What follows belongs to an exercise in optimizing a design on an open flow for small area and few clock cycles; a production flow would make more cautious choices.
Only simulation tests tie the RTL to the original design; equivalence was not proved.
No activity file was given, so power comes from the tool's default toggle rates.

==> flow/flow/run.sh <==
#!/bin/bash
# Own layout flow: the standard ORFS flow (standard.sh) with three changes:
#  - synthesis maps with an area-oriented ABC script (flow/abc_area.script) and without
#    Yosys's full-adder extraction, so ABC sees the adders and comparators as plain logic;
#  - port buffers are the smallest buffer cell;
#  - the clock tree uses larger sink clusters and no dummy loads.
# Registers, their names and cell types are those of the standard synthesis (dfflibmap runs
# before ABC and is unchanged). Each step's output goes to its own log here.
set -euo pipefail
W=$(pwd)
S=$W/scripts_local
rm -rf "$S"
mkdir -p "$S"
cp -r "$FLOW_HOME/scripts/." "$S/"
cp "$W/flow/abc_area.script" "$S/abc_area.script"
VARS=(
  "SCRIPTS_DIR=$S"
  "ADDER_MAP_FILE="
  "BUFFER_PORTS_ARGS=-buffer_cell sky130_fd_sc_hd__buf_1"
  "CTS_ARGS=-sink_clustering_enable -repair_clock_nets -dont_use_dummy_load -sink_clustering_size 25 -sink_clustering_max_diameter 120 -root_buf sky130_fd_sc_hd__clkbuf_4 -tree_buf sky130_fd_sc_hd__clkbuf_4"
)
bash standard.sh "${VARS[@]}" synth > "$W/log_synth.txt" 2>&1
bash standard.sh "${VARS[@]}" floorplan > "$W/log_floorplan.txt" 2>&1
bash standard.sh "${VARS[@]}" place > "$W/log_place.txt" 2>&1
bash standard.sh "${VARS[@]}" cts > "$W/log_cts.txt" 2>&1
bash standard.sh "${VARS[@]}" finish > "$W/log_finish.txt" 2>&1
test -s "$W/out/final.def"
==> flow/flow/abc_area.script <==
strash
&get -n
&dch
&nf -R 1000
&put
topo
stime -c
upsize -c
dnsize -c
==> flow/standard.sh <==
#!/bin/bash
# synth_recipe.tcl (not shown) runs the flow's synth.tcl, then flattens the netlist and writes it again
# the make line also repeats each setting of config.mk as NAME=value (left out here)
make -C /OpenROAD-flow-scripts/flow DESIGN_CONFIG=/design/flow/config.mk WORK_HOME=/design/flow/orfs CLKGATE_MAP_FILE= SYNTH_SCRIPT=/design/flow/synth_recipe.tcl "${@:-finish}"
==> flow/config.mk <==
export PLATFORM = sky130hd
export DESIGN_NAME = image_window_ctrl
export DESIGN_NICKNAME = image_window_ctrl
export VERILOG_FILES = /design/flow/design.v
export SDC_FILE = /design/flow/constraint.sdc
export NUM_CORES = 4
export LEC_CHECK = 0
export ABC_AREA = 1
export CAP_MARGIN = 5
export CORE_MARGIN = 2
export CORE_UTILIZATION = 50
export PLACE_DENSITY = 0.65
export SLEW_MARGIN = 5
==> flow/constraint.sdc <==
create_clock -name core_clock -period 12.0 [get_ports {clk}]
set_input_delay 2.4000 -clock core_clock [delete_from_list [all_inputs] [get_ports {clk}]]
set_output_delay 2.4000 -clock core_clock [all_outputs]
set_load 0.01 [all_outputs]
==> flow/design.v <==
package image_window_pkg;
  localparam logic [3:0] CMD_WRITE    = 4'd0;
  localparam logic [3:0] CMD_UP       = 4'd1;
  localparam logic [3:0] CMD_DOWN     = 4'd2;
  localparam logic [3:0] CMD_LEFT     = 4'd3;
  localparam logic [3:0] CMD_RIGHT    = 4'd4;
  localparam logic [3:0] CMD_AVG      = 4'd5;
  localparam logic [3:0] CMD_MIRROR_X = 4'd6;
  localparam logic [3:0] CMD_MIRROR_Y = 4'd7;
  localparam logic [3:0] CMD_MAX      = 4'd8;
  localparam logic [3:0] CMD_MIN      = 4'd9;
  localparam logic [3:0] CMD_ROT_CW   = 4'd10;
  localparam logic [3:0] CMD_ROT_CCW  = 4'd11;
  localparam logic [3:0] CMD_ORIGIN   = 4'd12;
  typedef enum logic [1:0] {
    ST_LOAD  = 2'd0,
    ST_IDLE  = 2'd1,
    ST_EXEC  = 2'd2,
    ST_WRITE = 2'd3
  } state_e;
endpackage
import image_window_pkg::*;
module image_window_alu
#(
  parameter int DW = 8
) (
  input  logic [3:0]    op,
  input  logic          flip,    
  input  logic          ld,      
  input  logic [DW-1:0] rom,
  input  logic [DW-1:0] v00,
  input  logic [DW-1:0] v01,
  input  logic [DW-1:0] v10,
  input  logic [DW-1:0] v11,
  output logic [DW-1:0] n00,
  output logic [DW-1:0] n01,
  output logic [DW-1:0] n10,
  output logic [DW-1:0] n11
);
  function automatic logic gt(input logic [DW-1:0] a, input logic [DW-1:0] b);
    gt = 1'b0;
    for (int i = 0; i < DW; i++) gt = (a[i] & ~b[i]) | (~(a[i] ^ b[i]) & gt);
  endfunction
  logic [DW+1:0] sum_s, cs2_s;
  logic [DW-1:0] ss1_s;
  logic [DW:0]   cs1_s, ss2_s;
  logic [DW-1:0] avg_s, c0_s, c1_s, ext_s, red_s;
  logic          mn_s, cw_s, nbr_s, vd_s, vo_s;
  always_comb begin
    ss1_s  = v00 ^ v01 ^ v10;
    cs1_s  = {(v00 & v01) | (v00 & v10) | (v01 & v10), 1'b0};
    ss2_s  = {1'b0, ss1_s} ^ cs1_s ^ {1'b0, v11};
    cs2_s  = {({1'b0, ss1_s} & cs1_s) | ({1'b0, ss1_s} & {1'b0, v11}) | (cs1_s & {1'b0, v11}), 1'b0};
    sum_s = {1'b0, ss2_s} + cs2_s;
    avg_s = DW'(sum_s >> 2);
    mn_s  = (op == CMD_MIN);
    c0_s  = (gt(v00, v01) ^ mn_s) ? v00 : v01;
    c1_s  = (gt(v10, v11) ^ mn_s) ? v10 : v11;
    ext_s = (gt(c0_s, c1_s) ^ mn_s) ? c0_s : c1_s;
    red_s = ld ? rom : (op == CMD_AVG) ? avg_s : ext_s;
    cw_s  = (op == CMD_ROT_CW) ^ flip;
    nbr_s = !ld && (op == CMD_MIRROR_X || op == CMD_MIRROR_Y || op == CMD_ROT_CW || op == CMD_ROT_CCW);
    vd_s  = (op == CMD_MIRROR_X) || (op[3] && cw_s);
    vo_s  = (op == CMD_MIRROR_X) || (op[3] && !cw_s);
  end
  assign n00 = !nbr_s ? red_s : vd_s ? v10 : v01;
  assign n11 = !nbr_s ? red_s : vd_s ? v01 : v10;
  assign n01 = !nbr_s ? red_s : vo_s ? v11 : v00;
  assign n10 = !nbr_s ? red_s : vo_s ? v00 : v11;
endmodule
import image_window_pkg::*;
module image_window_ctrl
#(
  parameter int IMG_W = 8,
  parameter int IMG_H = 8,
  parameter int DW    = 8
) (
  input  logic                          clk,
  input  logic                          reset,
  input  logic [3:0]                    cmd,
  input  logic                          cmd_valid,
  output logic                          busy,
  output logic                          done,
  output logic                          rom_rd,
  output logic [$clog2(IMG_W*IMG_H)-1:0] rom_addr,
  input  logic [DW-1:0]                 rom_data,
  output logic                          ram_we,
  output logic [$clog2(IMG_W*IMG_H)-1:0] ram_addr,
  output logic [DW-1:0]                 ram_wdata
);
  localparam logic [2:0] X_HOME = 3'(IMG_W / 2 - 1);
  localparam logic [2:0] Y_HOME = 3'(IMG_H / 2 - 1);
  localparam logic [2:0] X_MAX  = 3'(IMG_W - 2);
  localparam logic [2:0] Y_MAX  = 3'(IMG_H - 2);
  localparam logic [5:0] S_LAST = 6'd32;    
  logic [5:0]    s_r, s_nxt_s;
  logic          busy_r, done_r, ld_r, cap_r;
  logic [2:0]    x_r, y_r;
  logic [2:0]    vx_s, vy_s;
  logic [1:0]    ri_s [2];
  logic [1:0]    ci_s [2];
  logic [DW-1:0] v_s [2][2];
  logic [DW-1:0] n_s [2][2];
  logic          acc_s, op_wr_s, ld_end_s, rd_s, wr_s;
  assign s_nxt_s = {s_r[4:0], s_r[5] ^ s_r[4] ^ (s_r[4:0] == 5'd0)};
  assign acc_s   = cmd_valid && !busy_r;
  assign rd_s    = busy_r && ld_r && !(cap_r && s_r == 6'd0);
  assign ld_end_s = busy_r && ld_r && cap_r && s_r == 6'd0;
  assign wr_s    = busy_r && !ld_r;
  always_comb begin
    case (cmd)
      CMD_AVG, CMD_MIRROR_X, CMD_MIRROR_Y, CMD_MAX, CMD_MIN, CMD_ROT_CW, CMD_ROT_CCW:
               op_wr_s = 1'b1;
      default: op_wr_s = 1'b0;
    endcase
  end
  assign vx_s = busy_r ? s_r[2:0] : x_r;
  assign vy_s = busy_r ? s_r[5:3] : y_r;
  assign ci_s[1] = vx_s[2:1];
  assign ci_s[0] = vx_s[2:1] + 2'(vx_s[0]);
  assign ri_s[1] = vy_s[2:1];
  assign ri_s[0] = vy_s[2:1] + 2'(vy_s[0]);
  for (genvar py = 0; py < 2; py++) begin : g_py
    for (genvar px = 0; px < 2; px++) begin : g_px
      logic          bank_we_s;
      logic [3:0]    idx_s;
      logic [DW-1:0] mem_r [16];
      assign idx_s = {ri_s[py], ci_s[px]};
      assign v_s[py][px] = mem_r[idx_s];
      assign bank_we_s = busy_r ? (ld_r && cap_r && s_r[3] == 1'(py) && s_r[0] == 1'(px))
                                : (cmd_valid && op_wr_s);
      for (genvar e = 0; e < 16; e++) begin : g_e
        always_ff @(posedge clk) begin
          if (bank_we_s && idx_s == 4'(e)) mem_r[e] <= n_s[py][px];
        end
      end
    end
  end
  image_window_alu #(.DW(DW)) u_alu (
    .op   (cmd),
    .flip (x_r[0] ^ y_r[0]),
    .ld   (busy_r),
    .rom  (rom_data),
    .v00  (v_s[0][0]),
    .v01  (v_s[0][1]),
    .v10  (v_s[1][0]),
    .v11  (v_s[1][1]),
    .n00  (n_s[0][0]),
    .n01  (n_s[0][1]),
    .n10  (n_s[1][0]),
    .n11  (n_s[1][1])
  );
  always_ff @(posedge clk or posedge reset) begin
    if (reset) begin
      s_r    <= 6'd0;
      busy_r <= 1'b1;
      done_r <= 1'b0;
      ld_r   <= 1'b1;
      cap_r  <= 1'b0;
      x_r    <= X_HOME;
      y_r    <= Y_HOME;
    end else begin
      cap_r <= 1'b1;
      if (rd_s || wr_s) s_r <= s_nxt_s;
      if (ld_end_s) begin
        ld_r   <= 1'b0;
        busy_r <= 1'b0;
      end
      if (wr_s && s_r == S_LAST) begin
        busy_r <= 1'b0;
        done_r <= 1'b1;
      end
      if (acc_s) begin
        done_r <= 1'b0;
        case (cmd)
          CMD_WRITE:  busy_r <= 1'b1;
          CMD_UP:     if (y_r != 3'd0) y_r <= y_r - 3'd1;
          CMD_DOWN:   if (y_r < Y_MAX) y_r <= y_r + 3'd1;
          CMD_LEFT:   if (x_r != 3'd0) x_r <= x_r - 3'd1;
          CMD_RIGHT:  if (x_r < X_MAX) x_r <= x_r + 3'd1;
          CMD_ORIGIN: begin x_r <= X_HOME; y_r <= Y_HOME; end
          default:    ;
        endcase
      end
    end
  end
  assign busy      = busy_r;
  assign done      = done_r;
  assign rom_rd    = rd_s;
  assign rom_addr  = s_nxt_s;
  assign ram_we    = wr_s;
  assign ram_addr  = s_r;
  assign ram_wdata = v_s[s_r[3]][s_r[0]];
endmodule
==> results of run 1 <==
-- worst max-delay path, delay by kind of cell, from the launching register on --
kind            cells  cell delay [ns]
mux                 1             0.43
xor+xnor            4             1.40
flops               1             0.78
fa+ha+maj           6             1.87
simple gates        4             1.34
compound gates     13             3.07
buf+inv             2             0.40
-- stage by stage --
stage | std cells | instance area (um2) | setup slack (ns) | total power (uW)
after floorplan | 1469 | 21800 | 4.13 | 2090
after global placement | 2161 | 23200 | 2.60 | 2120
after detailed placement | 2162 | 23200 | 2.45 | 2120
after CTS | 2187 | 23800 | 2.29 | 2950
after global routing | 2191 | 23800 | 1.48 | 3010
final | 2191 | 23800 | 2.15 | 2940
-- routing by layer --
layer / share of wire [%] / vias to the layer above / global-route usage [%]
met4: 2.2 / 0 / 6.10
met3: 7.4 / 80 / 3.47
met5: 0 / - / 0
met2: 48 / 573 / 41.9
li1: - / 6204 / -
met1: 42 / 6930 / 36.0
-- power by group through the flow --
stage | Combinational, uW | Clock, uW | Sequential (uW)
after global placement | 58.3 | 0 | 2060
after detailed placement | 60.0 | 0 | 2060
final | 61.3 | 859 | 2020
after floorplan | 31.4 | 0 | 2060
after CTS | 60.0 | 870 | 2020
after global routing | 66.4 | 926 | 2020
-- path summary, 6_finish.rpt --
kind	to	start	slack [ns]	cells after the start
max	g_py[0].g_px[0].mem_r[9][5]	busy_r	2.15	30
min	ld_r	ld_r	0.50	2
max reg2reg	g_py[0].g_px[0].mem_r[9][5]	busy_r	2.15	30
min reg2reg	ld_r	ld_r	0.50	2
max in group asynchronous	ld_r	reset	10.24	2
min in group asynchronous	s_r[2]	reset	1.43	2
-- sequential cells by signal, indices dropped and copies added, names as in the netlist --
name,count
y_r,3
x_r,3
busy_r,1
ld_r,1
g_py.g_px.mem_r,512
done_r,1
s_r,6
cap_r,1
-- final cells by class --
class / count / share of cell area (%)
diodes: 1 / 0.0105
repair buffers: 116 / 3.06
well taps: 585 / 3.07
clock buffers: 25 / 2.41
multi-input cells: 908 / 24.7
flip-flops and latches: 528 / 66.3
inverters: 28 / 0.499
-- cells in the final DEF (no fill, tap or decap), types with 12 or more instances in the layout --
master	netlist	layout
a21oi_1	53	52
xnor2_1	44	44
buf_4	5	78
maj3_1	16	16
maj3_2	12	12
nor3_1	70	64
edfxtp_1	512	512
clkinv_1	26	26
o21ai_1	18	35
mux2i_1	32	32
a22o_1	20	20
nand4_1	35	35
o22a_1	13	13
a22oi_1	113	113
nand2_1	111	111
a221oi_1	16	16
nand3_1	37	37
buf_1	0	38
clkbuf_16	0	22
a222oi_1	50	50
o21ai_0	49	29
nor2_1	124	124
-- logic make-up (layout without fill, tap and decap cells) --
logic type	count (synthesis)	in the layout	synth area share, %
AO/OA/AOI/OAI	372	372	12.6
multiplexers	34	34	1.57
buffers and inverters	33	169	0.718
AND/OR/NAND/NOR	418	418	8.89
other	1	2	0.0172
adder cells (fa/ha/maj)	28	28	1.36
flip-flops	528	528	72.5
XOR/XNOR	55	55	2.38
==> reports/qor.csv, run 1 <==
metric,value,unit
outcome,finished clean,
arrival,10.25,ns
irDropWorstVdd,0.000170,V
pwr-share-comb,2.1,%
insertion_delay,0.93,ns
min_path_type,reg2reg,
final_util,55.3,%
regArea,15800,um2
fmax,0.102,GHz
netlist_instances,1469,
ys_types,63,
htree_levels,1,
synth.most_common_cell,edfxtp_1,
viasPerCell,6.29,
antenna_found_initial,1,
cts_resized,0,
die_y,213,um
clkSlewWorstSetupHoldPaths,0.11,ns
ys_ff_latch,528,
hold_viol_final,0,
num-nets-final,1622,
async_flop_share,3.03,%
tightest_slew,1.34,ns
clockPowerShare,29.2,%
num_vias,13800,
antenna_left,0,
grt_pass1_wl,84300,um
start_kind,flop,
internal-power,2360,uW
holdWs,0.502,ns
wl_per_cell,25.8,um
grt.total_usage,25.3,%
synth_area_leaders,"edfxtp_1, a22oi_1, a222oi_1",
synth_top_area_cell,edfxtp_1,
drv_slew,0,
cts_tree,yes,
final.setup.tns,0,ns
seqPwrFrac,68.7,%
avgSynthCellArea,14.8,um2
drive_above_1_share,9.91,%
areaGrowthSynthToFinish,9.38,%
leakage,0.00745,uW
synth_edf_count,512,
drc,0,
grt_pass1_vias,13400,
numCtsBuffers,25,
io_buffers,38,
multi_input_area,5880,um2
setup_violations,0,
power_density,123,nW/um2
p_sw,576,uW
synth_top_area_share,70.6,%
ioPinCount,39,
syn_area,21800,um2
fin_crit,9.85,ns
slew_headroom,9.90,%
fillers,3491,
dieArea,45200,um2
start_util,50.6,%
critPathMostFrequentCell,maj3_2,
wirelength,56600,um
switching_share,19.6,%
fin_skew,0.0956,ns
clockBufferDepth,3,
drt_iter0_drc,1738,
min_period_over_period,82.1,%
core,43100,um2
synth_common_cells,"edfxtp_1, nor2_1, a22oi_1",
cts_setup_buffers,0,
synth-seq-area-share,72.5,%
root_buffer,clkbuf_4,
worstPathMaxFanout,24,
dp_hpwl,38100,um
yosys_warnings,17,
die_w,213,um
numClockSinks,528,
critPathCaptureType,flop,
critical_path.max_stage_delay,0.78,ns
cpMaxStageDelayCell,dfstp_2,
required,12.40,ns
place_congestion,0.928,
worstSetupPathType,reg2reg,
grt.overflow.total,0,
drtPass1Iterations,6,
cap_violations,0,
synthesis.nets,1484,
grt_max_degree,41,
cts.hold.buffers_added,0,
rows,76,
rsz0062_at_grt,no,
synth_ff_type,edfxtp_1,
Testbench counts, summed over its fixed seeds: cycles 3,880.
==> run 2: changes to the inputs <==
==> flow/flow/abc_area.script (replaced) <==
strash
&get -n
&dch
&nf -R 1000
&put
--- a/flow/config.mk
+++ b/flow/config.mk
@@ -8,6 +8,6 @@
 export ABC_AREA = 1
 export CAP_MARGIN = 5
 export CORE_MARGIN = 2
-export CORE_UTILIZATION = 50
-export PLACE_DENSITY = 0.65
+export CORE_UTILIZATION = 65
+export PLACE_DENSITY = 0.8
 export SLEW_MARGIN = 5
==> reports/qor.csv, run 2 <==
metric,value,unit
rsz0062_at_grt,no,
p_sw,559,uW
synth_top_area_cell,edfxtp_1,
worstPathMaxFanout,21,
num-nets-final,1616,
insertion_delay,0.88,ns
clockBufferDepth,3,
arrival,11.72,ns
grt_max_degree,41,
rows,66,
reg2reg_depth,32,
min_path_type,reg2reg,
final_util,71.8,%
pwr-share-comb,2.1,%
ys_types,46,
synth.most_common_cell,edfxtp_1,
top_regs,"g_py.g_px.mem_r x512, s_r x6",
avgSynthCellArea,14.7,um2
synth_common_cells,"edfxtp_1, nor2_1, nand2_1",
synth_ff_type,edfxtp_1,
fmax,0.0887,GHz
ys_ff_latch,528,
drive_above_1_share,7.00,%
antenna_left,0,
setup_violations,0,
core,32600,um2
final.setup.tns,0,ns
cap_violations,0,
synthesis.nets,1484,
seqPwrFrac,69.1,%
stdcell_area,23400,um2
outcome,finished clean,
power_density,125,nW/um2
cts_resized,0,
synth-seq-area-share,73.1,%
place_inst,2016,
final_common_cell,edfxtp_1,
yosys_warnings,17,
viasPerCell,7.01,
die_y,186,um
regMostFlops,g_py.g_px.mem_r,
antenna_found_initial,2,
critical_path.max_stage_delay,0.88,ns
drtPass1Iterations,6,
synth_area_leaders,"edfxtp_1, a22oi_1, a222oi_1",
worstSetupPathType,reg2reg,
syn_area,21600,um2
start_kind,flop,
cts_tree,yes,
synth_top_area_share,71.2,%
placed_cell_area,22800,um2
fin_crit,11.28,ns
grt.total_usage,32.5,%
largest_reg_flops,512,
regArea,15800,um2
drt_iter0_drc,2036,
grt.overflow.total,0,
netlist_instances,1469,
drc,0,
die_w,186,um
wirelength,55800,um
post_layout_nonfiller_instances,2042,
switching_share,19.1,%
htree_levels,1,
ioPinCount,39,
slew_headroom,6.06,%
cts_setup_buffers,0,
io_buffers,38,
drv_slew,0,
synth_edf_count,512,
place_congestion,0.994,
min_period_over_period,94.0,%
internal-power,2360,uW
grt_pass1_vias,13400,
irDropWorstVdd,0.000137,V
fillers,2135,
tightest_slew,1.41,ns
cts.hold.buffers_added,0,
critPathCaptureType,flop,
layout_common_cells,"edfxtp_1, nor2_1, nand2_1, a22oi_1, buf_4",
hold_viol_final,0,
numCtsBuffers,25,
num_vias,14300,
leakage,0.00733,uW
fin_skew,0.0805,ns
dp_hpwl,37400,um
multi_input_area,5710,um2
numClockSinks,528,
grt_pass1_wl,82900,um
root_buffer,clkbuf_4,
clockPowerShare,28.8,%
required,12.45,ns
start_util,66.2,%
cpMaxStageDelayCell,nor2_1,
dieArea,34700,um2
async_flop_share,3.03,%
wl_per_cell,27.3,um
areaGrowthSynthToFinish,8.43,%
min_path_cells,2,
clkSlewWorstSetupHoldPaths,0.11,ns
## run 2: worst paths after layout
check	startpoint	to	slack [ns]
max in group asynchronous	reset	x_r[1]	10.20
setup reg to reg	busy_r	g_py[1].g_px[0].mem_r[2][7]	0.72
min in group asynchronous	reset	done_r	1.47
hold / removal	ld_r	ld_r	0.48
hold reg to reg	ld_r	ld_r	0.48
setup / recovery	busy_r	g_py[1].g_px[0].mem_r[2][7]	0.72
## run 2: cell families after synthesis
logic type      synth area share, %
xor+xnor                       2.23
mux                            1.59
other cells                  0.0174
compound gates                 12.4
flops                          73.1
fa+ha+maj                      1.30
simple gates                   8.71
buf+inv                       0.661
## run 2: area by class of cell
type | instances | share of cell area (%)
Clock buffer | 25 | 2.45
Tap cell | 442 | 2.36
Timing Repair Buffer | 110 | 2.92
Inverter | 28 | 0.449
Multi-Input combinational cell | 908 | 24.4
Sequential cell | 528 | 67.4
Antenna cell | 1 | 0.0107
## run 2: worst max-delay path, delay by kind of cell (launching register included)
| family | cells | cell delay, ns |
|---|---|---|
| DFF | 1 | 0.76 |
| buffers and inverters | 1 | 0.17 |
| xor gates and xnor gates | 3 | 1.45 |
| adders and majority gates | 6 | 2.23 |
| AOI/OAI and AO/OA | 15 | 3.55 |
| and+or+nand+nor | 7 | 2.66 |
## run 2: per-layer routing
| metal | share of wire [%] | up-vias | global-route usage (%) |
|---|---|---|---|
| li1 | - | 6197 | - |
| met1 | 40 | 7160 | 47.5 |
| met2 | 48 | 853 | 52.5 |
| met3 | 9.1 | 102 | 3.87 |
| met4 | 2.9 | 0 | 9.42 |
| met5 | 0 | - | 0 |
## run 2: through the flow
stage / hold WS [ns] / worst slack [ns] / total power (uW)
2_1_floorplan: 0.436 / 2.19 / 2090
3_3_place_gp: 0.460 / 0.698 / 2120
3_5_place_dp: 0.465 / 0.839 / 2120
4_1_cts: 0.471 / 0.756 / 2920
5_1_grt: 0.496 / 0.0349 / 2990
6_report: 0.482 / 0.724 / 2920
## run 2: power groups by stage
stage	combinational, uW	sequential, uW	clock [uW]
floorplan	30.4	2060	0
global placement	56.6	2060	0
detailed placement	58.3	2060	0
CTS	58.3	2020	847
global route	63.9	2020	903
finish	60.1	2020	841
==> run 3: changes to the inputs <==
==> flow/flow/abc_area.script (replaced) <==
strash
&get -n
&dch
&nf -R 1000
&put
topo
stime -c
upsize -c
dnsize -c
--- a/flow/config.mk
+++ b/flow/config.mk
@@ -8,6 +8,6 @@
 export ABC_AREA = 1
 export CAP_MARGIN = 5
 export CORE_MARGIN = 2
-export CORE_UTILIZATION = 65
-export PLACE_DENSITY = 0.8
+export CORE_UTILIZATION = 80
+export PLACE_DENSITY = 0.9
 export SLEW_MARGIN = 5
==> reports/qor.csv, run 3 <==
metric,value,unit
grt_max_degree,41,
hold_viol_final,0,
worstSetupPathType,reg2reg,
synth_edf_count,512,
tightest_slew,1.38,ns
start_util,81.0,%
regMostFlops,g_py.g_px.mem_r,
critical_path.max_stage_delay,0.83,ns
cp_top_family,compound AO/OA/AOI/OAI gates,
netlist_instances,1469,
setup_violations,0,
drt-met1-wl,19200,um
fin_skew,0.111,ns
min_path_cells,1,
synth_common_cells,"edfxtp_1, nor2_1, a22oi_1",
yosys_warnings,17,
cap_violations,0,
num-nets-final,1592,
outcome,finished clean,
min_period_over_period,83.4,%
ioPinCount,39,
cts_resized,0,
insertion_delay,0.90,ns
wl_per_cell,32.1,um
top_layer,met5,
r2r_end,g_py[0].g_px[0].mem_r[11][5],
clockBufferDepth,3,
drt_iter0_drc,3784,
post_layout_nonfiller_instances,1917,
grt.total_usage,42.9,%
dp_hpwl,38400,um
stdcell_area,23300,um2
grt.overflow.total,0,
antenna_found_initial,2,
rsz0062_at_grt,no,
min-delay-start,cap_r,
antenna_left,0,
synth_area_leaders,"edfxtp_1, a22oi_1, a222oi_1",
numCtsBuffers,25,
place_inst,1883,
fin_crit,10.01,ns
required,12.42,ns
worstPathMaxFanout,19,
drive_above_1_share,8.83,%
cts_setup_buffers,0,
start_kind,flop,
synthesis.nets,1484,
slew_headroom,7.21,%
avgSynthCellArea,14.8,um2
arrival,10.43,ns
wl_met3,9620,um
async_flop_share,3.03,%
ys_types,63,
drc,0,
synth_top_area_cell,edfxtp_1,
io_buffers,38,
viasPerCell,8.09,
irDropWorstVdd,0.000152,V
grt_pass1_vias,14600,
drv_slew,0,
syn_area,21800,um2
core,26900,um2
place_congestion,0.971,
cts.hold.buffers_added,0,
grt_pass1_wl,90100,um
wl_met2,29100,um
reg2reg_depth,31,
drtPass1Iterations,13,
numClockSinks,528,
num_vias,15500,
areaGrowthSynthToFinish,7.11,%
hold_end,ld_r,
cts_tree,yes,
final_util,86.8,%
synth-seq-area-share,72.5,%
clkSlewWorstSetupHoldPaths,0.11,ns
path_buf_inv,0,
root_buffer,clkbuf_4,
top_regs,"g_py.g_px.mem_r x512, s_r x6",
synth.most_common_cell,edfxtp_1,
final_common_cell,edfxtp_1,
synth_ff_type,edfxtp_1,
rows,60,
htree_levels,1,
placed_cell_area,22700,um2
fillers,1158,
r2r-start,s_r[0],
layout_common_cells,"edfxtp_1, nor2_1, a22oi_1, nand2_1, nor3_1",
min_path_type,reg2reg,
synth_top_area_share,70.6,%
dieArea,28600,um2
ys_ff_latch,528,
power_density,126,nW/um2
die_w,169,um
leakage,0.00731,uW
die_y,169,um
largest_reg_flops,512,
cpMaxStageDelayCell,dfrtp_1,
wirelength,61500,um
rrSetupSlack,1.99,ns
fmax,0.0999,GHz
critPathCaptureType,flop,
final.setup.tns,0,ns
critPathMostFrequentCell,maj3_2,
[run 3: changes by cell type after synthesis, moves of 2 or more]
cell      before  now
nor2_1       126  124
nor2_2         0    2
a21boi_0       6    1
a21boi_2       0    3
maj3_1        28   16
nand2_2        0    6
maj3_2         0   12
o21ai_0       69   49
nand2_4        0    2
nand2_1      119  111
o21ai_2        0    2
a21boi_4       0    2
clkinv_1      28   26
o21ai_1        0   18
[run 3: layer usage]
metal | GRT usage, % | vias up
met5 | 0 | -
met4 | 17.3 | 2
met3 | 8.53 | 332
met2 | 69.3 | 1752
met1 | 59.0 | 7278
li1 | - | 6151
[run 3: layout make-up]
| cell class | instances | area [um2] | share of cell area (%) |
|---|---|---|---|
| Sequential cell | 528 | 15800 | 67.7 |
| Inverter | 28 | 119 | 0.510 |
| Multi-Input combinational cell | 908 | 5930 | 25.4 |
| Timing Repair Buffer | 86 | 493 | 2.11 |
| Antenna cell | 1 | 2.50 | 0.0107 |
| Tap cell | 341 | 427 | 1.83 |
| Clock buffer | 25 | 573 | 2.46 |
[run 3: logic make-up after synthesis]
group | after synthesis | synth area share [%]
AOI/OAI and AO/OA | 372 | 12.6
xor gates and xnor gates | 55 | 2.38
adders and majority gates | 28 | 1.36
buffers and inverters | 33 | 0.718
DFF | 528 | 72.5
muxes | 34 | 1.57
other | 1 | 0.0172
and+or+nand+nor | 418 | 8.89
[run 3: worst max path at each step]
| stage | start | endpoint | slack (ns) | cells after the start |
|---|---|---|---|---|
| finish | s_r[0] | g_py[0].g_px[0].mem_r[11][5] | 1.99 | 31 |
| global route | s_r[0] | g_py[0].g_px[0].mem_r[11][5] | 1.64 | 31 |
| CTS | busy_r | g_py[0].g_px[0].mem_r[11][7] | 2.34 | 33 |
| detailed placement | busy_r | g_py[0].g_px[1].mem_r[7][7] | 2.41 | 33 |
| global placement | busy_r | g_py[1].g_px[1].mem_r[10][4] | 2.68 | 33 |
| floorplan | busy_r | g_py[1].g_px[0].mem_r[0][0] | 4.13 | 31 |
[run 3: power by group]
part | total [uW] | switching, uW | internal [uW]
clock | 858 | 526 | 332
sequential | 2020 | 0.177 | 2020
combinational | 60.8 | 49.5 | 11.3
total | 2940 | 576 | 2360
[run 3: through the flow]
step	hold WS (ns)	power (uW)	worst slack, ns
floorplan	0.436	2090	4.13
global placement	0.453	2110	2.68
detailed placement	0.471	2120	2.41
CTS	0.447	2910	2.34
global route	0.481	2970	1.64
finish	0.458	2940	1.99
==> run 4: changes to the inputs <==
==> flow/flow/abc_area.script (replaced) <==
strash
&get -n
&dc2
&dch -f
&nf -R 1000
&put
topo
stime -c
upsize -c
dnsize -c
--- a/flow/config.mk
+++ b/flow/config.mk
@@ -6,8 +6,8 @@
 export NUM_CORES = 4
 export LEC_CHECK = 0
 export ABC_AREA = 1
-export CAP_MARGIN = 5
+export CAP_MARGIN = 15
 export CORE_MARGIN = 2
-export CORE_UTILIZATION = 80
-export PLACE_DENSITY = 0.9
-export SLEW_MARGIN = 5
+export CORE_UTILIZATION = 65
+export PLACE_DENSITY = 0.8
+export SLEW_MARGIN = 10
==> reports/qor.csv, run 4 <==
metric,value,unit
critPathLaunch,s_r[0],
drc,0,
synth_ff_type,edfxtp_1,
synth_top_area_share,71.3,%
clockBufferDepth,3,
required,12.47,ns
fin_skew,0.0377,ns
numClockSinks,528,
reg2reg_depth,31,
r2r-start,s_r[0],
root_buffer,clkbuf_4,
synth_common_cells,"edfxtp_1, nor2_1, nand2_1",
drt_iter0_drc,2864,
rrSetupSlack,2.42,ns
fin_crit,9.58,ns
num_vias,14700,
grt_pass1_wl,86400,um
ioPinCount,39,
critPathCaptureType,flop,
dp_slack,2.78,ns
rows,66,
areaGrowthSynthToFinish,8.75,%
cpMaxStageDelayCell,nor2_1,
arrival,10.05,ns
grt_pass1_vias,13900,
r2r_end,g_py[0].g_px[0].mem_r[9][4],
grt_max_degree,41,
io_buffers,38,
async_flop_share,3.03,%
top_layer,met4,
drv_slew,0,
regMostFlops,g_py.g_px.mem_r,
dp_hpwl,38400,um
synth-seq-area-share,73.2,%
final_util,71.9,%
drt-met1-wl,21500,um
antenna_found_initial,1,
wl_per_cell,28.7,um
cts_tree,yes,
ys_ff_latch,528,
internal-power,2360,uW
synth_area_leaders,"edfxtp_1, a222oi_1, nor2_1",
avgSynthCellArea,14.7,um2
start_util,66.1,%
numCtsBuffers,25,
insertion_delay,0.87,ns
setup_violations,0,
irDropWorstVdd,0.000158,V
tightest_slew,1.16,ns
wl_met2,27200,um
pwr-share-comb,2.2,%
die_y,186,um
cts_resized,0,
worstSetupPathType,reg2reg,
htree_levels,1,
rsz0062_at_grt,no,
core,32600,um2
min_period_over_period,79.8,%
start_kind,flop,
grt.overflow.total,0,
critPathCapture,g_py[0].g_px[0].mem_r[9][4],
critical_path.max_stage_delay,0.76,ns
drtPass1Iterations,8,
fmax,0.104,GHz
min_path_type,reg2reg,
largest_reg_flops,512,
dieArea,34700,um2
wirelength,58400,um
die_w,186,um
slew_headroom,22.0,%
layout_common_cells,"edfxtp_1, nor2_1, nand2_1, a22oi_1, buf_4",
netlist_instances,1465,
synth.most_common_cell,edfxtp_1,
viasPerCell,7.22,
cap_violations,0,
syn_area,21600,um2
worst_slack,2.42,ns
wl_met3,7020,um
ys_types,60,
critPathMostFrequentCell,maj3_2,
p_sw,569,uW
worstPathMaxFanout,16,
num-nets-final,1607,
outcome,finished clean,
synth_edf_count,512,
synth_top_area_cell,edfxtp_1,
synthesis.nets,1480,
cts_setup_buffers,0,
final.setup.tns,0,ns
yosys_warnings,17,
cts.hold.buffers_added,0,
final_common_cell,edfxtp_1,
drive_above_1_share,10.0,%
antenna_left,0,
grt.total_usage,34.3,%
hold_viol_final,0,
switching_share,19.4,%
seqPwrFrac,68.9,%
top_regs,"g_py.g_px.mem_r x512, s_r x6",
leakage,0.00724,uW
clockPowerShare,28.9,%
place_congestion,1.00,
power_density,125,nW/um2
clkSlewWorstSetupHoldPaths,0.09,ns
-- run 4: cell count changes after synthesis, moves of 8 or more --
cell      before  now
a31oi_1        5   15
o22ai_1        2   14
a222oi_1      50   60
a22oi_1      113   69
o21ai_1       18   34
clkinv_1      26   18
o21ai_0       49   38
nor2_1       124  153
maj3_1        16    8
a221oi_1      16   55
nand2_1      111  103
mux2i_1       32   15
nand4_1       35   23
-- run 4: cells by family after synthesis --
group,synth area share [%]
other cells,0.0174
buf+inv,0.534
xor+xnor,2.06
mux,0.696
flops,73.2
simple gates,8.74
compound gates,14.1
fa+ha+maj,0.684
-- run 4: per-layer routing --
layer / vias to the layer above / track usage (%)
li1: 6244 / -
met1: 7083 / 49.8
met2: 1164 / 53.8
met3: 197 / 4.50
met4: 0 / 13.7
met5: - / 0
-- run 4: worst min path at each step --
stage / startpoint / end / slack [ns] / cells after the start
finish: ld_r / ld_r / 0.51 / 1
global route: ld_r / ld_r / 0.53 / 1
CTS: ld_r / ld_r / 0.51 / 1
detailed placement: ld_r / ld_r / 0.49 / 1
global placement: ld_r / ld_r / 0.48 / 1
floorplan: ld_r / ld_r / 0.46 / 1
-- run 4: layout make-up --
class,count,area [um2]
repair buffers,105,638
fillers,2087,9160
diodes,2,5.00
inverters,20,77.6
flip-flops and latches,528,15800
clock buffers,25,573
well taps,442,553
multi-input cells,912,5830
-- run 4: stage by stage --
| stage | power [uW] | instances | cell area (um2) | hold slack (ns) |
|---|---|---|---|---|
| 5_1_grt | 2990 | 2033 | 23500 | 0.529 |
| 3_5_place_dp | 2120 | 2002 | 22800 | 0.494 |
| 2_1_floorplan | 2100 | 1465 | 21600 | 0.460 |
| 6_report | 2930 | 2034 | 23500 | 0.508 |
| 4_1_cts | 2930 | 2027 | 23400 | 0.509 |
| 3_3_place_gp | 2120 | 2002 | 22800 | 0.480 |
-- run 4: worst max-delay path: cells and delay by family, from the launching register on --
kind	cells	cell delay, ns
AND/OR/NAND/NOR	6	1.87
buffers and inverters	1	0.47
XOR/XNOR	4	1.45
adder cells (fa/ha/maj)	6	1.90
AO/OA/AOI/OAI	14	2.97
flip-flops	1	0.50
-- run 4: power groups by stage --
stage | clock [uW] | combinational (uW) | sequential, uW
2_1_floorplan | 0 | 36.4 | 2060
3_3_place_gp | 0 | 59.5 | 2060
3_5_place_dp | 0 | 61.9 | 2060
4_1_cts | 847 | 62.1 | 2020
5_1_grt | 900 | 68.9 | 2020
6_report | 849 | 64.3 | 2020
==> run 5: changes to the inputs <==
--- a/flow/flow/run.sh
+++ b/flow/flow/run.sh
@@ -17,7 +17,7 @@
   "SCRIPTS_DIR=$S"
   "ADDER_MAP_FILE="
   "BUFFER_PORTS_ARGS=-buffer_cell sky130_fd_sc_hd__buf_1"
-  "CTS_ARGS=-sink_clustering_enable -repair_clock_nets -dont_use_dummy_load -sink_clustering_size 25 -sink_clustering_max_diameter 120 -root_buf sky130_fd_sc_hd__clkbuf_4 -tree_buf sky130_fd_sc_hd__clkbuf_4"
+  "CTS_ARGS=-sink_clustering_enable -repair_clock_nets -dont_use_dummy_load -sink_clustering_size 25 -sink_clustering_max_diameter 120"
 )
 bash standard.sh "${VARS[@]}" synth > "$W/log_synth.txt" 2>&1
 bash standard.sh "${VARS[@]}" floorplan > "$W/log_floorplan.txt" 2>&1
==> flow/flow/abc_area.script (replaced) <==
strash
&get -n
&dch
&nf -R 1000
&put
--- a/flow/config.mk
+++ b/flow/config.mk
@@ -6,8 +6,8 @@
 export NUM_CORES = 4
 export LEC_CHECK = 0
 export ABC_AREA = 1
-export CAP_MARGIN = 15
+export CAP_MARGIN = 20
 export CORE_MARGIN = 2
-export CORE_UTILIZATION = 65
-export PLACE_DENSITY = 0.8
-export SLEW_MARGIN = 10
+export CORE_UTILIZATION = 50
+export PLACE_DENSITY = 0.65
+export SLEW_MARGIN = 20
==> reports/qor.csv, run 5 <==
metric,value,unit
wl_per_cell,25.5,um
grt.overflow.total,0,
async_flop_share,3.03,%
die_w,212,um
numClockSinks,528,
rrSetupSlack,0.79,ns
synth_compound_area_share,12.4,%
synthesis.nets,1484,
drv_slew,0,
grt_max_degree,41,
place_inst,2198,
clkSlewWorstSetupHoldPaths,0.10,ns
leakage,0.00756,uW
grt_pass1_vias,13300,
synth_common_cells,"edfxtp_1, nor2_1, nand2_1",
synth_mux_area_share,1.59,%
dp_slack,0.536,ns
path_buf_inv,1,
antenna_left,0,
wirelength,56700,um
top_regs,"g_py.g_px.mem_r x512, s_r x6",
synth_xor_area_share,2.23,%
fmax,0.0892,GHz
netlist_instances,1469,
viasPerCell,6.34,
core,42900,um2
die_y,212,um
cp_top_family,compound AO/OA/AOI/OAI gates,
slew_headroom,30.5,%
synth_ff_type,edfxtp_1,
hold_viol_final,0,
synth.most_common_cell,edfxtp_1,
holdWs,0.485,ns
synth-seq-area-share,73.1,%
wl_met2,27100,um
setup_violations,0,
irDropWorstVdd,0.000103,V
antenna_found_initial,1,
antennaDiodeCount,0,
ys_ff_latch,528,
min_path_type,reg2reg,
cap_violations,0,
drtPass1Iterations,9,
synth_top_family_by_area,compound AO/OA/AOI/OAI gates,
wl_met3,3720,um
clockBufferDepth,3,
fin_crit,11.21,ns
rows,76,
min_period_over_period,93.5,%
outcome,finished clean,
critical_path.max_stage_delay,0.77,ns
ys_types,46,
rsz0062_at_grt,no,
critPathMostFrequentCell,maj3_1,
required,12.15,ns
root_buffer,clkbuf_16,
worstSetupPathType,reg2reg,
fillers,3431,
fin_skew,0.0608,ns
synth_top_area_cell,edfxtp_1,
power_density,124,nW/um2
layout_common_cells,"edfxtp_1, nor2_1, nand2_1, a22oi_1, buf_4",
synth-simple-area-share,8.71,%
syn_area,21600,um2
tightest_slew,1.03,ns
regMostFlops,g_py.g_px.mem_r,
post_layout_nonfiller_instances,2223,
final.setup.tns,0,ns
drc,0,
cpMaxStageDelayCell,dfstp_2,
io_buffers,38,
final_util,56.1,%
htree_levels,1,
grt.total_usage,25.4,%
num_vias,14100,
cts_tree,yes,
ioPinCount,39,
drive_above_1_share,10.8,%
top_layer,met5,
num-nets-final,1655,
insertion_delay,0.59,ns
grt_pass1_wl,84900,um
arrival,11.36,ns
areaGrowthSynthToFinish,11.4,%
final_common_cell,edfxtp_1,
numCtsBuffers,25,
dieArea,44900,um2
drt_iter0_drc,1750,
synth_edf_count,512,
drt-met1-wl,24200,um
worstPathMaxFanout,21,
synth_area_leaders,"edfxtp_1, a22oi_1, a222oi_1",
yosys_warnings,17,
worst_slack,0.785,ns
dp_hpwl,38600,um
largest_reg_flops,512,
synth_top_area_share,71.2,%
synth_fa_ha_area_share,1.30,%
place_congestion,0.915,
avgSynthCellArea,14.7,um2
cts_setup_buffers,0,
start_kind,flop,
start_util,50.4,%
critPathCaptureType,flop,
[run 5: cell count changes after synthesis, sizes merged, moves of 8 or more]
| cell | change |
|---|---|
| a22oi | +44 |
| a221oi | -39 |
| nor2 | -29 |
| mux2i | +17 |
| maj3 | +14 |
| nand4 | +12 |
| o22ai | -12 |
| a222oi | -10 |
| a31oi | -10 |
| clkinv | +10 |
| nand2 | +8 |
[run 5: path summary, 6_finish.rpt]
check                      cells after the start   start                            to
max                                           33  busy_r  g_py[1].g_px[1].mem_r[15][7]
min                                            2    ld_r                          ld_r
max reg2reg                                   33  busy_r  g_py[1].g_px[1].mem_r[15][7]
min reg2reg                                    2    ld_r                          ld_r
max in group asynchronous                      2   reset                        busy_r
min in group asynchronous                      2   reset                        s_r[3]
[run 5: area by class of cell]
class | count | area (um2) | area share (%)
inverter | 28 | 105 | 0.437
sequential | 528 | 15800 | 65.6
multi-input combinational | 908 | 5830 | 24.2
tap | 585 | 732 | 3.04
timing repair buffer | 149 | 976 | 4.06
clock buffer | 25 | 626 | 2.60
[run 5: where the power goes]
group	internal, uW	leakage, uW	switching, uW
Combinational	13.7	0.00247	49.0
Clock	372	0.000308	523
Sequential	2020	0.00478	0.213
Total	2400	0.00756	572
[run 5: what timing repair did]
action | 4_1_cts | 5_1_grt
resized for setup | 0 | 3
hold buffers | 0 | 0
setup endpoints to repair | 0 | 96
[run 5: per-layer routing]
metal / up-vias / global-route usage (%)
li1: 6282 / -
met5: - / 0
met1: 7179 / 36.7
met3: 83 / 2.82
met2: 541 / 41.4
met4: 2 / 7.19
[run 5: per-stage QoR]
stage	total power, uW	area, um2
floorplan	2090	21600
global placement	2120	23300
detailed placement	2120	23300
CTS	2990	24000
global route	3060	24100
finish	2980	24100
[run 5: logic make-up after synthesis]
group,after synthesis
other cells,1
simple gates,418
flops,528
xor+xnor,55
fa+ha+maj,28
buf+inv,33
mux,34
compound gates,372
[run 5: worst reg2reg max path, delay by kind of cell (launching register included)]
family	cells	cell delay, ns
AO/OA/AOI/OAI	14	3.44
XOR/XNOR	3	1.10
adder cells (fa/ha/maj)	6	2.26
buffers and inverters	1	0.18
flip-flops	1	0.77
multiplexers	1	0.40
AND/OR/NAND/NOR	8	2.63
==> run 6: changes to the inputs <==
--- a/flow/flow/run.sh
+++ b/flow/flow/run.sh
@@ -3,7 +3,8 @@
 #  - synthesis maps with an area-oriented ABC script (flow/abc_area.script) and without
 #    Yosys's full-adder extraction, so ABC sees the adders and comparators as plain logic;
 #  - port buffers are the smallest buffer cell;
-#  - the clock tree uses larger sink clusters and no dummy loads.
+#  - the clock tree uses small clock buffers, sink clusters of up to 15 registers and no
+#    dummy loads.
 # Registers, their names and cell types are those of the standard synthesis (dfflibmap runs
 # before ABC and is unchanged). Each step's output goes to its own log here.
 set -euo pipefail
@@ -17,7 +18,7 @@
   "SCRIPTS_DIR=$S"
   "ADDER_MAP_FILE="
   "BUFFER_PORTS_ARGS=-buffer_cell sky130_fd_sc_hd__buf_1"
-  "CTS_ARGS=-sink_clustering_enable -repair_clock_nets -dont_use_dummy_load -sink_clustering_size 25 -sink_clustering_max_diameter 120"
+  "CTS_ARGS=-sink_clustering_enable -repair_clock_nets -dont_use_dummy_load -buf_list sky130_fd_sc_hd__clkbuf_8 -sink_clustering_size 15 -sink_clustering_max_diameter 80 -root_buf sky130_fd_sc_hd__clkbuf_4 -tree_buf sky130_fd_sc_hd__clkbuf_4"
 )
 bash standard.sh "${VARS[@]}" synth > "$W/log_synth.txt" 2>&1
 bash standard.sh "${VARS[@]}" floorplan > "$W/log_floorplan.txt" 2>&1
--- a/flow/config.mk
+++ b/flow/config.mk
@@ -6,8 +6,8 @@
 export NUM_CORES = 4
 export LEC_CHECK = 0
 export ABC_AREA = 1
-export CAP_MARGIN = 20
+export CAP_MARGIN = 10
 export CORE_MARGIN = 2
-export CORE_UTILIZATION = 50
-export PLACE_DENSITY = 0.65
-export SLEW_MARGIN = 20
+export CORE_UTILIZATION = 65
+export PLACE_DENSITY = 0.8
+export SLEW_MARGIN = 5
==> reports/qor.csv, run 6 <==
metric,value,unit
synth_edf_count,512,
cpMaxStageDelayCell,nor2_1,
min_path_cells,2,
rsz0062_at_grt,no,
synth_top_area_share,71.2,%
regMostFlops,g_py.g_px.mem_r,
setup_violations,0,
yosys_warnings,17,
tightest_slew,1.20,ns
ys_ff_latch,528,
avgSynthCellArea,14.7,um2
wl_met3,5670,um
synth_common_cells,"edfxtp_1, nor2_1, nand2_1",
drv_slew,0,
drc,0,
top_regs,"g_py.g_px.mem_r x512, s_r x6",
r2r-start,busy_r,
required,12.29,ns
cts_setup_buffers,0,
min_path_type,reg2reg,
synth_ff_type,edfxtp_1,
grt.total_usage,32.8,%
clockPowerShare,28.0,%
place_congestion,0.994,
final.setup.tns,0,ns
dp_hpwl,37500,um
wl_per_cell,27.1,um
fin_crit,11.36,ns
start_kind,flop,
async_flop_share,3.03,%
ioPinCount,39,
outcome,finished clean,
rrSetupSlack,0.64,ns
arrival,11.65,ns
top_layer,met4,
start_util,66.2,%
fmax,0.0880,GHz
grt_pass1_wl,82800,um
synth_top_area_cell,edfxtp_1,
pwr-share-comb,2.1,%
htree_levels,2,
leakage,0.00740,uW
min-delay-start,ld_r,
synth_area_leaders,"edfxtp_1, a22oi_1, a222oi_1",
numClockSinks,528,
switching_share,19.8,%
insertion_delay,0.78,ns
p_sw,572,uW
ys_types,46,
die_y,186,um
numCtsBuffers,41,
irDropWorstVdd,0.000145,V
hold_viol_final,0,
antenna_left,0,
die_w,186,um
viasPerCell,6.94,
drive_above_1_share,8.66,%
dieArea,34700,um2
worstPathMaxFanout,21,
drtPass1Iterations,9,
core,32600,um2
grt.overflow.total,0,
netlist_instances,1469,
synth-seq-area-share,73.1,%
critPathCaptureType,flop,
fillers,2091,
synthesis.nets,1484,
largest_reg_flops,512,
cts_tree,yes,
layout_common_cells,"edfxtp_1, nor2_1, nand2_1, a22oi_1, buf_4",
seqPwrFrac,69.9,%
grt_pass1_vias,13600,
slew_headroom,19.4,%
placed_cell_area,22800,um2
root_buffer,clkbuf_4,
grt_max_degree,41,
rows,66,
clockBufferDepth,3,
drt-met1-wl,21500,um
antenna_found_initial,3,
clkSlewWorstSetupHoldPaths,0.11,ns
syn_area,21600,um2
areaGrowthSynthToFinish,8.67,%
internal-power,2320,uW
drt_iter0_drc,2087,
io_buffers,38,
min_period_over_period,94.6,%
num_vias,14400,
wl_met2,27000,um
critPathLaunch,busy_r,
critical_path.max_stage_delay,0.88,ns
worstSetupPathType,reg2reg,
fin_skew,0.0715,ns
stdcell_area,23500,um2
power_density,123,nW/um2
r2r_end,g_py[1].g_px[0].mem_r[13][7],
final_common_cell,edfxtp_1,
hold_end,ld_r,
num-nets-final,1646,
wirelength,56100,um
synth.most_common_cell,edfxtp_1,
reg2reg_depth,32,
cap_violations,0,
[run 6: what timing repair did]
action,4_1_cts,5_1_grt
resized for setup,0,1
hold buffers,0,0
setup endpoints to repair,0,216
[run 6: worst max-delay path: cells and delay by family (launching register included)]
kind                       cells  cell delay (ns)
xor gates and xnor gates       3             1.47
and+or+nand+nor                7             2.70
adders and majority gates      6             2.20
buffers and inverters          1             0.16
DFF                            1             0.77
AOI/OAI and AO/OA             15             3.59
[run 6: power by group through the flow]
| stage | Clock, uW | Sequential, uW | Combinational, uW |
|---|---|---|---|
| floorplan | 0 | 2060 | 30.4 |
| global placement | 0 | 2060 | 56.6 |
| detailed placement | 0 | 2060 | 57.9 |
| CTS | 810 | 2020 | 58.0 |
| global route | 869 | 2020 | 65.5 |
| finish | 808 | 2020 | 61.2 |
[run 6: area by class of cell]
type / instances / area [um2] / share of cell area, %
sequential: 528 / 15800 / 67.3
multi-input combinational: 908 / 5710 / 24.3
timing repair buffer: 124 / 779 / 3.32
tap: 442 / 553 / 2.36
clock buffer: 41 / 533 / 2.27
inverter: 28 / 105 / 0.448
antenna: 2 / 5.00 / 0.0213
[run 6: routing by layer]
| layer | track usage [%] | vias up |
|---|---|---|
| li1 | - | 6255 |
| met1 | 47.0 | 7078 |
| met2 | 52.0 | 921 |
| met3 | 4.73 | 125 |
| met4 | 12.3 | 0 |
| met5 | 0 | - |
[run 6: per-stage QoR]
step / setup WS [ns] / total power, uW / hold WS, ns / utilization [%] / instances
6_report: 0.642 / 2890 / 0.480 / 71.9 / 2073
5_1_grt: 0.0661 / 2950 / 0.514 / 71.9 / 2072
4_1_cts: 0.723 / 2890 / 0.481 / 71.6 / 2058
3_5_place_dp: 0.768 / 2120 / 0.466 / 69.9 / 2017
3_3_place_gp: 0.698 / 2120 / 0.460 / 69.9 / 2016
2_1_floorplan: 2.19 / 2090 / 0.436 / - / 1469
[run 6: how the worst max path moves through the flow]
stage / to / slack, ns
2_1_floorplan: g_py[0].g_px[0].mem_r[0][7] / 2.19
3_3_place_gp: g_py[1].g_px[1].mem_r[15][7] / 0.70
3_5_place_dp: g_py[1].g_px[1].mem_r[10][0] / 0.77
4_1_cts: g_py[1].g_px[1].mem_r[13][0] / 0.72
5_1_grt: g_py[0].g_px[0].mem_r[12][0] / 0.07
6_report: g_py[1].g_px[0].mem_r[13][7] / 0.64
[run 6: logic make-up after synthesis]
logic type                 count (synthesis)  share of synthesized area (%)
buffers and inverters                     33                          0.661
adders and majority gates                 28                           1.30
muxes                                     34                           1.59
and+or+nand+nor                          418                           8.71
AOI/OAI and AO/OA                        372                           12.4
other                                      1                         0.0174
xor gates and xnor gates                  55                           2.23
DFF                                      528                           73.1
==> run 7: changes to the inputs <==
--- a/flow/config.mk
+++ b/flow/config.mk
@@ -9,5 +9,6 @@
 export CAP_MARGIN = 10
 export CORE_MARGIN = 2
 export CORE_UTILIZATION = 65
+export GPL_TIMING_DRIVEN = 0
 export PLACE_DENSITY = 0.8
 export SLEW_MARGIN = 5
==> reports/qor.csv, run 7 <==
metric,value,unit
outcome,finished clean,
cpMaxStageDelayCell,dfstp_2,
drv_slew,0,
netlist_instances,1469,
synth_common_cells,"edfxtp_1, nor2_1, nand2_1",
cp_top_family,compound AO/OA/AOI/OAI gates,
setup_violations,0,
drt-met1-wl,19900,um
total_power,2890,uW
wirelength,51400,um
top_regs,"g_py.g_px.mem_r x512, s_r x6",
numCtsBuffers,41,
antenna_found_initial,1,
cts_tree,yes,
viasPerCell,6.88,
cts_setup_buffers,0,
final_util,71.5,%
leakage,0.00728,uW
tightest_slew,1.25,ns
insertion_delay,0.73,ns
yosys_warnings,17,
synth_top_family_by_area,compound AO/OA/AOI/OAI gates,
min_period_over_period,96.2,%
clockBufferDepth,3,
critical_path.max_stage_delay,0.82,ns
post_layout_nonfiller_instances,2047,
antenna_left,0,
grt_max_degree,41,
fillers,2152,
syn_area,21600,um2
placed_cell_area,22600,um2
critPathMostFrequentCell,maj3_1,
start_util,66.2,%
slew_headroom,15.8,%
die_y,186,um
rows,66,
wl_met3,4900,um
grt_pass1_vias,13200,
wl_met2,24700,um
regMostFlops,g_py.g_px.mem_r,
synth_ff_type,edfxtp_1,
die_w,186,um
num_vias,14100,
synth_mux_area_share,1.59,%
grt_pass1_wl,77100,um
fin_skew,0.0579,ns
required,12.45,ns
numClockSinks,528,
arrival,11.99,ns
ioPinCount,39,
start_kind,flop,
synth_fa_ha_area_share,1.30,%
ys_ff_latch,528,
largest_reg_flops,512,
fmax,0.0867,GHz
drtPass1Iterations,8,
irDropWorstVdd,0.0000935,V
synth_area_leaders,"edfxtp_1, a22oi_1, a222oi_1",
min_path_type,reg2reg,
drt_iter0_drc,2088,
clkSlewWorstSetupHoldPaths,0.10,ns
wl_per_cell,25.1,um
worstPathMaxFanout,24,
path_buf_inv,2,
synth-seq-area-share,73.1,%
critPathCaptureType,flop,
avgSynthCellArea,14.7,um2
grt.overflow.total,0,
areaGrowthSynthToFinish,7.96,%
worstSetupPathType,reg2reg,
dp_hpwl,35500,um
dieArea,34700,um2
multi_input_area,5750,um2
regArea,15800,um2
synthesis.nets,1484,
place_inst,1985,
htree_levels,2,
io_buffers,38,
cap_violations,0,
drc,0,
synth_xor_area_share,2.23,%
rrSetupSlack,0.46,ns
power_density,124,nW/um2
synth_edf_count,512,
drive_above_1_share,7.98,%
num-nets-final,1621,
synth_top_area_share,71.2,%
root_buffer,clkbuf_4,
synth.most_common_cell,edfxtp_1,
final_common_cell,edfxtp_1,
ys_types,46,
layout_common_cells,"edfxtp_1, nor2_1, nand2_1, a22oi_1, nor3_1",
fin_crit,11.54,ns
rsz0062_at_grt,no,
synth_compound_area_share,12.4,%
hold_viol_final,0,
stdcell_area,23300,um2
core,32600,um2
place_congestion,0.959,
synth-simple-area-share,8.71,%
async_flop_share,3.03,%
synth_top_area_cell,edfxtp_1,
grt.total_usage,30.0,%
top_layer,met4,
run 7: path summary, 6_finish.rpt:
path	start	end	cells after the start
min reg2reg	cap_r	ld_r	1
max	busy_r	g_py[1].g_px[1].mem_r[11][7]	31
max in group asynchronous	reset	ld_r	2
min in group asynchronous	reset	s_r[0]	2
max reg2reg	busy_r	g_py[1].g_px[1].mem_r[11][7]	31
min	cap_r	ld_r	1
run 7: final cells by class:
type / instances / area share, %
plain buffers: 5 / 0.161
repair buffers: 94 / 2.35
flip-flops and latches: 528 / 67.7
multi-input cells: 908 / 24.7
well taps: 442 / 2.37
inverters: 28 / 0.456
diodes: 1 / 0.0107
clock buffers: 41 / 2.29
run 7: timing repair:
item | CTS | global route
endpoints found under the setup margin | 512 | 512
hold buffers | 0 | 0
resized for setup | 5 | 7
pin swaps | 0 | 0
run 7: metal layers:
metal / track usage, % / vias to the layer above
li1: - / 6202
met1: 42.7 / 6882
met2: 48.0 / 853
met3: 4.40 / 143
met4: 10.9 / 0
met5: 0 / -
run 7: logic make-up (layout without fill, tap and decap cells):
kind of cell               count (synthesis)  count (layout)
muxes                                     34              34
AOI/OAI and AO/OA                        372             372
DFF                                      528             528
other                                      1               2
and+or+nand+nor                          418             418
buffers and inverters                     33             168
adders and majority gates                 28              28
xor gates and xnor gates                  55              55
run 7: power breakdown:
group | total (uW) | internal, uW | switching [uW]
clock | 801 | 285 | 517
sequential | 2020 | 2020 | 0.163
combinational | 66.7 | 17.3 | 49.5
run 7: through the flow:
stage	hold WS [ns]	setup TNS, ns	worst slack (ns)
after detailed placement	0.473	-534.62	-1.26
after floorplan	0.436	0	2.19
after global placement	0.451	-765.79	-1.72
after global routing	0.514	0	0.0119
final	0.490	0	0.461
after CTS	0.487	0	0.211
==> run 8: changes to the inputs <==
--- a/flow/design.v
+++ b/flow/design.v
@@ -63,10 +63,16 @@
     vd_s  = (op == CMD_MIRROR_X) || (op[3] && cw_s);
     vo_s  = (op == CMD_MIRROR_X) || (op[3] && !cw_s);
   end
-  assign n00 = !nbr_s ? red_s : vd_s ? v10 : v01;
-  assign n11 = !nbr_s ? red_s : vd_s ? v01 : v10;
-  assign n01 = !nbr_s ? red_s : vo_s ? v11 : v00;
-  assign n10 = !nbr_s ? red_s : vo_s ? v00 : v11;
+  logic sr_s, sdv_s, sdh_s, sov_s, soh_s;
+  assign sr_s  = !nbr_s;
+  assign sdv_s = nbr_s && vd_s;
+  assign sdh_s = nbr_s && !vd_s;
+  assign sov_s = nbr_s && vo_s;
+  assign soh_s = nbr_s && !vo_s;
+  assign n00 = ({DW{sr_s}} & red_s) | ({DW{sdv_s}} & v10) | ({DW{sdh_s}} & v01);
+  assign n11 = ({DW{sr_s}} & red_s) | ({DW{sdv_s}} & v01) | ({DW{sdh_s}} & v10);
+  assign n01 = ({DW{sr_s}} & red_s) | ({DW{sov_s}} & v11) | ({DW{soh_s}} & v00);
+  assign n10 = ({DW{sr_s}} & red_s) | ({DW{sov_s}} & v00) | ({DW{soh_s}} & v11);
 endmodule
 import image_window_pkg::*;
 module image_window_ctrl
==> reports/qor.csv, run 8 <==
metric,value,unit
outcome,finished clean,
num-nets-final,1599,
avgSynthCellArea,14.7,um2
yosys_warnings,17,
worstSetupPathType,reg2reg,
core,32600,um2
io_buffers,38,
num_vias,14100,
fin_skew,0.0915,ns
synth_top_area_cell,edfxtp_1,
setup_violations,0,
fin_crit,11.29,ns
grt_pass1_vias,13300,
synthesis.nets,1483,
cap_violations,0,
async_flop_share,3.03,%
clkSlewWorstSetupHoldPaths,0.10,ns
total_power,2870,uW
die_w,186,um
required,12.30,ns
fmax,0.0885,GHz
final_common_cell,edfxtp_1,
place_inst,1957,
min-delay-start,ld_r,
drive_above_1_share,6.76,%
clockBufferDepth,3,
hold_end,ld_r,
critPathCaptureType,flop,
synth_mux_area_share,0.383,%
r2r_end,g_py[1].g_px[0].mem_r[8][7],
ioPinCount,39,
syn_area,21500,um2
wl_per_cell,25.3,um
holdWs,0.482,ns
drc,0,
critPathMostFrequentCell,maj3_1,
synth_compound_area_share,12.8,%
synth.most_common_cell,edfxtp_1,
regMostFlops,g_py.g_px.mem_r,
start_kind,flop,
layout_common_cells,"edfxtp_1, a22oi_1, nor2_1, nand2_1, nor3_1",
dieArea,34600,um2
synth_top_area_share,71.4,%
synth_common_cells,"edfxtp_1, a22oi_1, nor2_1",
synth_fa_ha_area_share,1.39,%
post_layout_nonfiller_instances,2025,
antenna_left,0,
drtPass1Iterations,6,
synth_top_family_by_area,compound AO/OA/AOI/OAI gates,
viasPerCell,6.97,
largest_reg_flops,512,
rsz0062_at_grt,no,
synth-seq-area-share,73.3,%
hold_viol_final,0,
cpMaxStageDelayCell,dfstp_2,
reg2reg_depth,35,
ys_ff_latch,528,
numCtsBuffers,41,
root_buffer,clkbuf_4,
synth_ff_type,edfxtp_1,
leakage,0.00710,uW
cts_tree,yes,
rows,66,
ys_types,47,
min_period_over_period,94.1,%
wirelength,51300,um
htree_levels,2,
die_y,186,um
irDropWorstVdd,0.000124,V
r2r-start,busy_r,
synth_area_leaders,"edfxtp_1, a22oi_1, nor2_1",
tightest_slew,1.27,ns
arrival,11.59,ns
worstPathMaxFanout,26,
drv_slew,0,
min_path_type,reg2reg,
netlist_instances,1468,
synth_xor_area_share,2.36,%
critical_path.max_stage_delay,0.87,ns
synth-simple-area-share,9.10,%
place_congestion,0.916,
slew_headroom,14.6,%
dp_hpwl,34000,um
grt_pass1_wl,76600,um
grt_max_degree,27,
antenna_found_initial,1,
grt.overflow.total,0,
top_regs,"g_py.g_px.mem_r x512, s_r x6",
drt_iter0_drc,2254,
insertion_delay,0.76,ns
grt.total_usage,29.9,%
fillers,2126,
synth_edf_count,512,
power_density,124,nW/um2
rrSetupSlack,0.71,ns
min_path_cells,2,
areaGrowthSynthToFinish,7.27,%
numClockSinks,528,
start_util,66.0,%
-- run 8: cell types whose count changed in the layout (fill, tap and decap cells not counted), sizes merged, moves of 20 or more --
| cell | before | now |
|---|---|---|
| a22oi | 113 | 150 |
| buf | 91 | 70 |
| o21ai | 69 | 17 |
| nor2 | 126 | 146 |
| mux2i | 32 | 6 |
| nand2 | 119 | 140 |
-- run 8: through the flow --
step / utilization (%) / instance area, um2 / worst slack, ns / setup TNS, ns
after floorplan: - / 21500 / 2.04 / 0
after global placement: 68.2 / 22200 / -1.39 / -348.36
after detailed placement: 68.5 / 22300 / -1.12 / -416.26
after CTS: 70.2 / 22900 / 0.173 / 0
after global routing: 70.8 / 23100 / 0.0657 / 0
final: 70.8 / 23100 / 0.705 / 0
-- run 8: cell families after synthesis --
logic type,count (synthesis)
DFF,528
and+or+nand+nor,448
AOI/OAI and AO/OA,362
xor gates and xnor gates,58
buffers and inverters,33
adders and majority gates,30
muxes,8
other,1
-- run 8: power by group --
part | internal (uW) | switching [uW]
sequential | 2020 | 0.152
combinational | 8.96 | 46.2
clock | 285 | 514
total | 2310 | 560
-- run 8: layer usage --
layer	up-vias	share of wire, %	global-route usage [%]
li1	6153	-	-
met5	-	0	0
met2	912	48	47.9
met4	0	3.5	10.6
met3	114	9.8	3.35
met1	6939	39	43.2
-- run 8: worst max path at each step --
| stage | startpoint | end | slack (ns) | cells past startpoint |
|---|---|---|---|---|
| 4_1_cts | busy_r | g_py[0].g_px[0].mem_r[7][7] | 0.17 | 33 |
| 6_report | busy_r | g_py[1].g_px[0].mem_r[8][7] | 0.71 | 35 |
| 3_3_place_gp | busy_r | g_py[1].g_px[0].mem_r[14][1] | -1.39 | 33 |
| 5_1_grt | busy_r | g_py[1].g_px[0].mem_r[8][7] | 0.07 | 35 |
| 3_5_place_dp | busy_r | g_py[1].g_px[0].mem_r[8][7] | -1.12 | 33 |
| 2_1_floorplan | busy_r | g_py[0].g_px[1].mem_r[0][7] | 2.04 | 33 |
-- run 8: cell type report --
cell class	count	area (um2)	share of cell area (%)
well taps	442	553	2.39
inverters	28	106	0.460
multi-input cells	907	5720	24.8
clock buffers	41	533	2.31
flip-flops and latches	528	15800	68.3
diodes	1	2.50	0.0108
repair buffers	73	365	1.58
plain buffers	5	37.5	0.162
-- run 8: worst max-delay path: cells and delay by family (launching register included) --
family	cells	cell delay (ns)
buf+inv	1	0.39
simple gates	12	2.90
xor+xnor	2	0.59
fa+ha+maj	7	2.61
compound gates	13	3.46
flops	1	0.87
-- run 8: timing repair --
action / 4_1_cts / 5_1_grt
cloned: 0 / 0
hold buffers: 0 / 0
setup buffers: 0 / 5
endpoints found under the setup margin: 512 / 512
gates resized for setup: 8 / 9
Testbench counts of run 8, summed over its fixed seeds: cycles 3,880.

separate check: timing with driven ports:
The flow's constraints put no driver on any port. The routed layouts listed below were extracted and timed again, unchanged, in two steps.
Step 1: set_driving_cell puts a clkbuf_16 on clk and a buf_2 on each other input, an assumption about the parent block.
Step 2 times the ports against the registers' clock, not the clock port: input delays grow and output delays shrink by t, the midpoint of the rising clock arrivals with the driver on.
a / b / c = no drivers / after step 1 / after step 2; a / b = the first two.
run | t, ns | setup slack, ns | slew at the worst register clock pin (ns)
run 1 | 0.932 | 2.152 / 2.152 / 2.152 | 0.11 / 0.11
run 2 | 0.891 | 0.724 / 0.724 / 0.724 | 0.11 / 0.11
run 3 | 0.888 | 1.992 / 1.992 / 1.992 | 0.12 / 0.12
run 4 | 0.891 | 2.423 / 2.423 / 2.423 | 0.10 / 0.10
run 5 | 0.615 | 0.785 / 0.785 / 0.785 | 0.10 / 0.10
run 6 | 0.787 | 0.642 / 0.642 / 0.642 | 0.11 / 0.11
run 7 | 0.746 | 0.461 / 0.461 / 0.461 | 0.11 / 0.11
run 8 | 0.764 | 0.705 / 0.705 / 0.705 | 0.10 / 0.10
After both steps setup and hold are still met in every run listed.
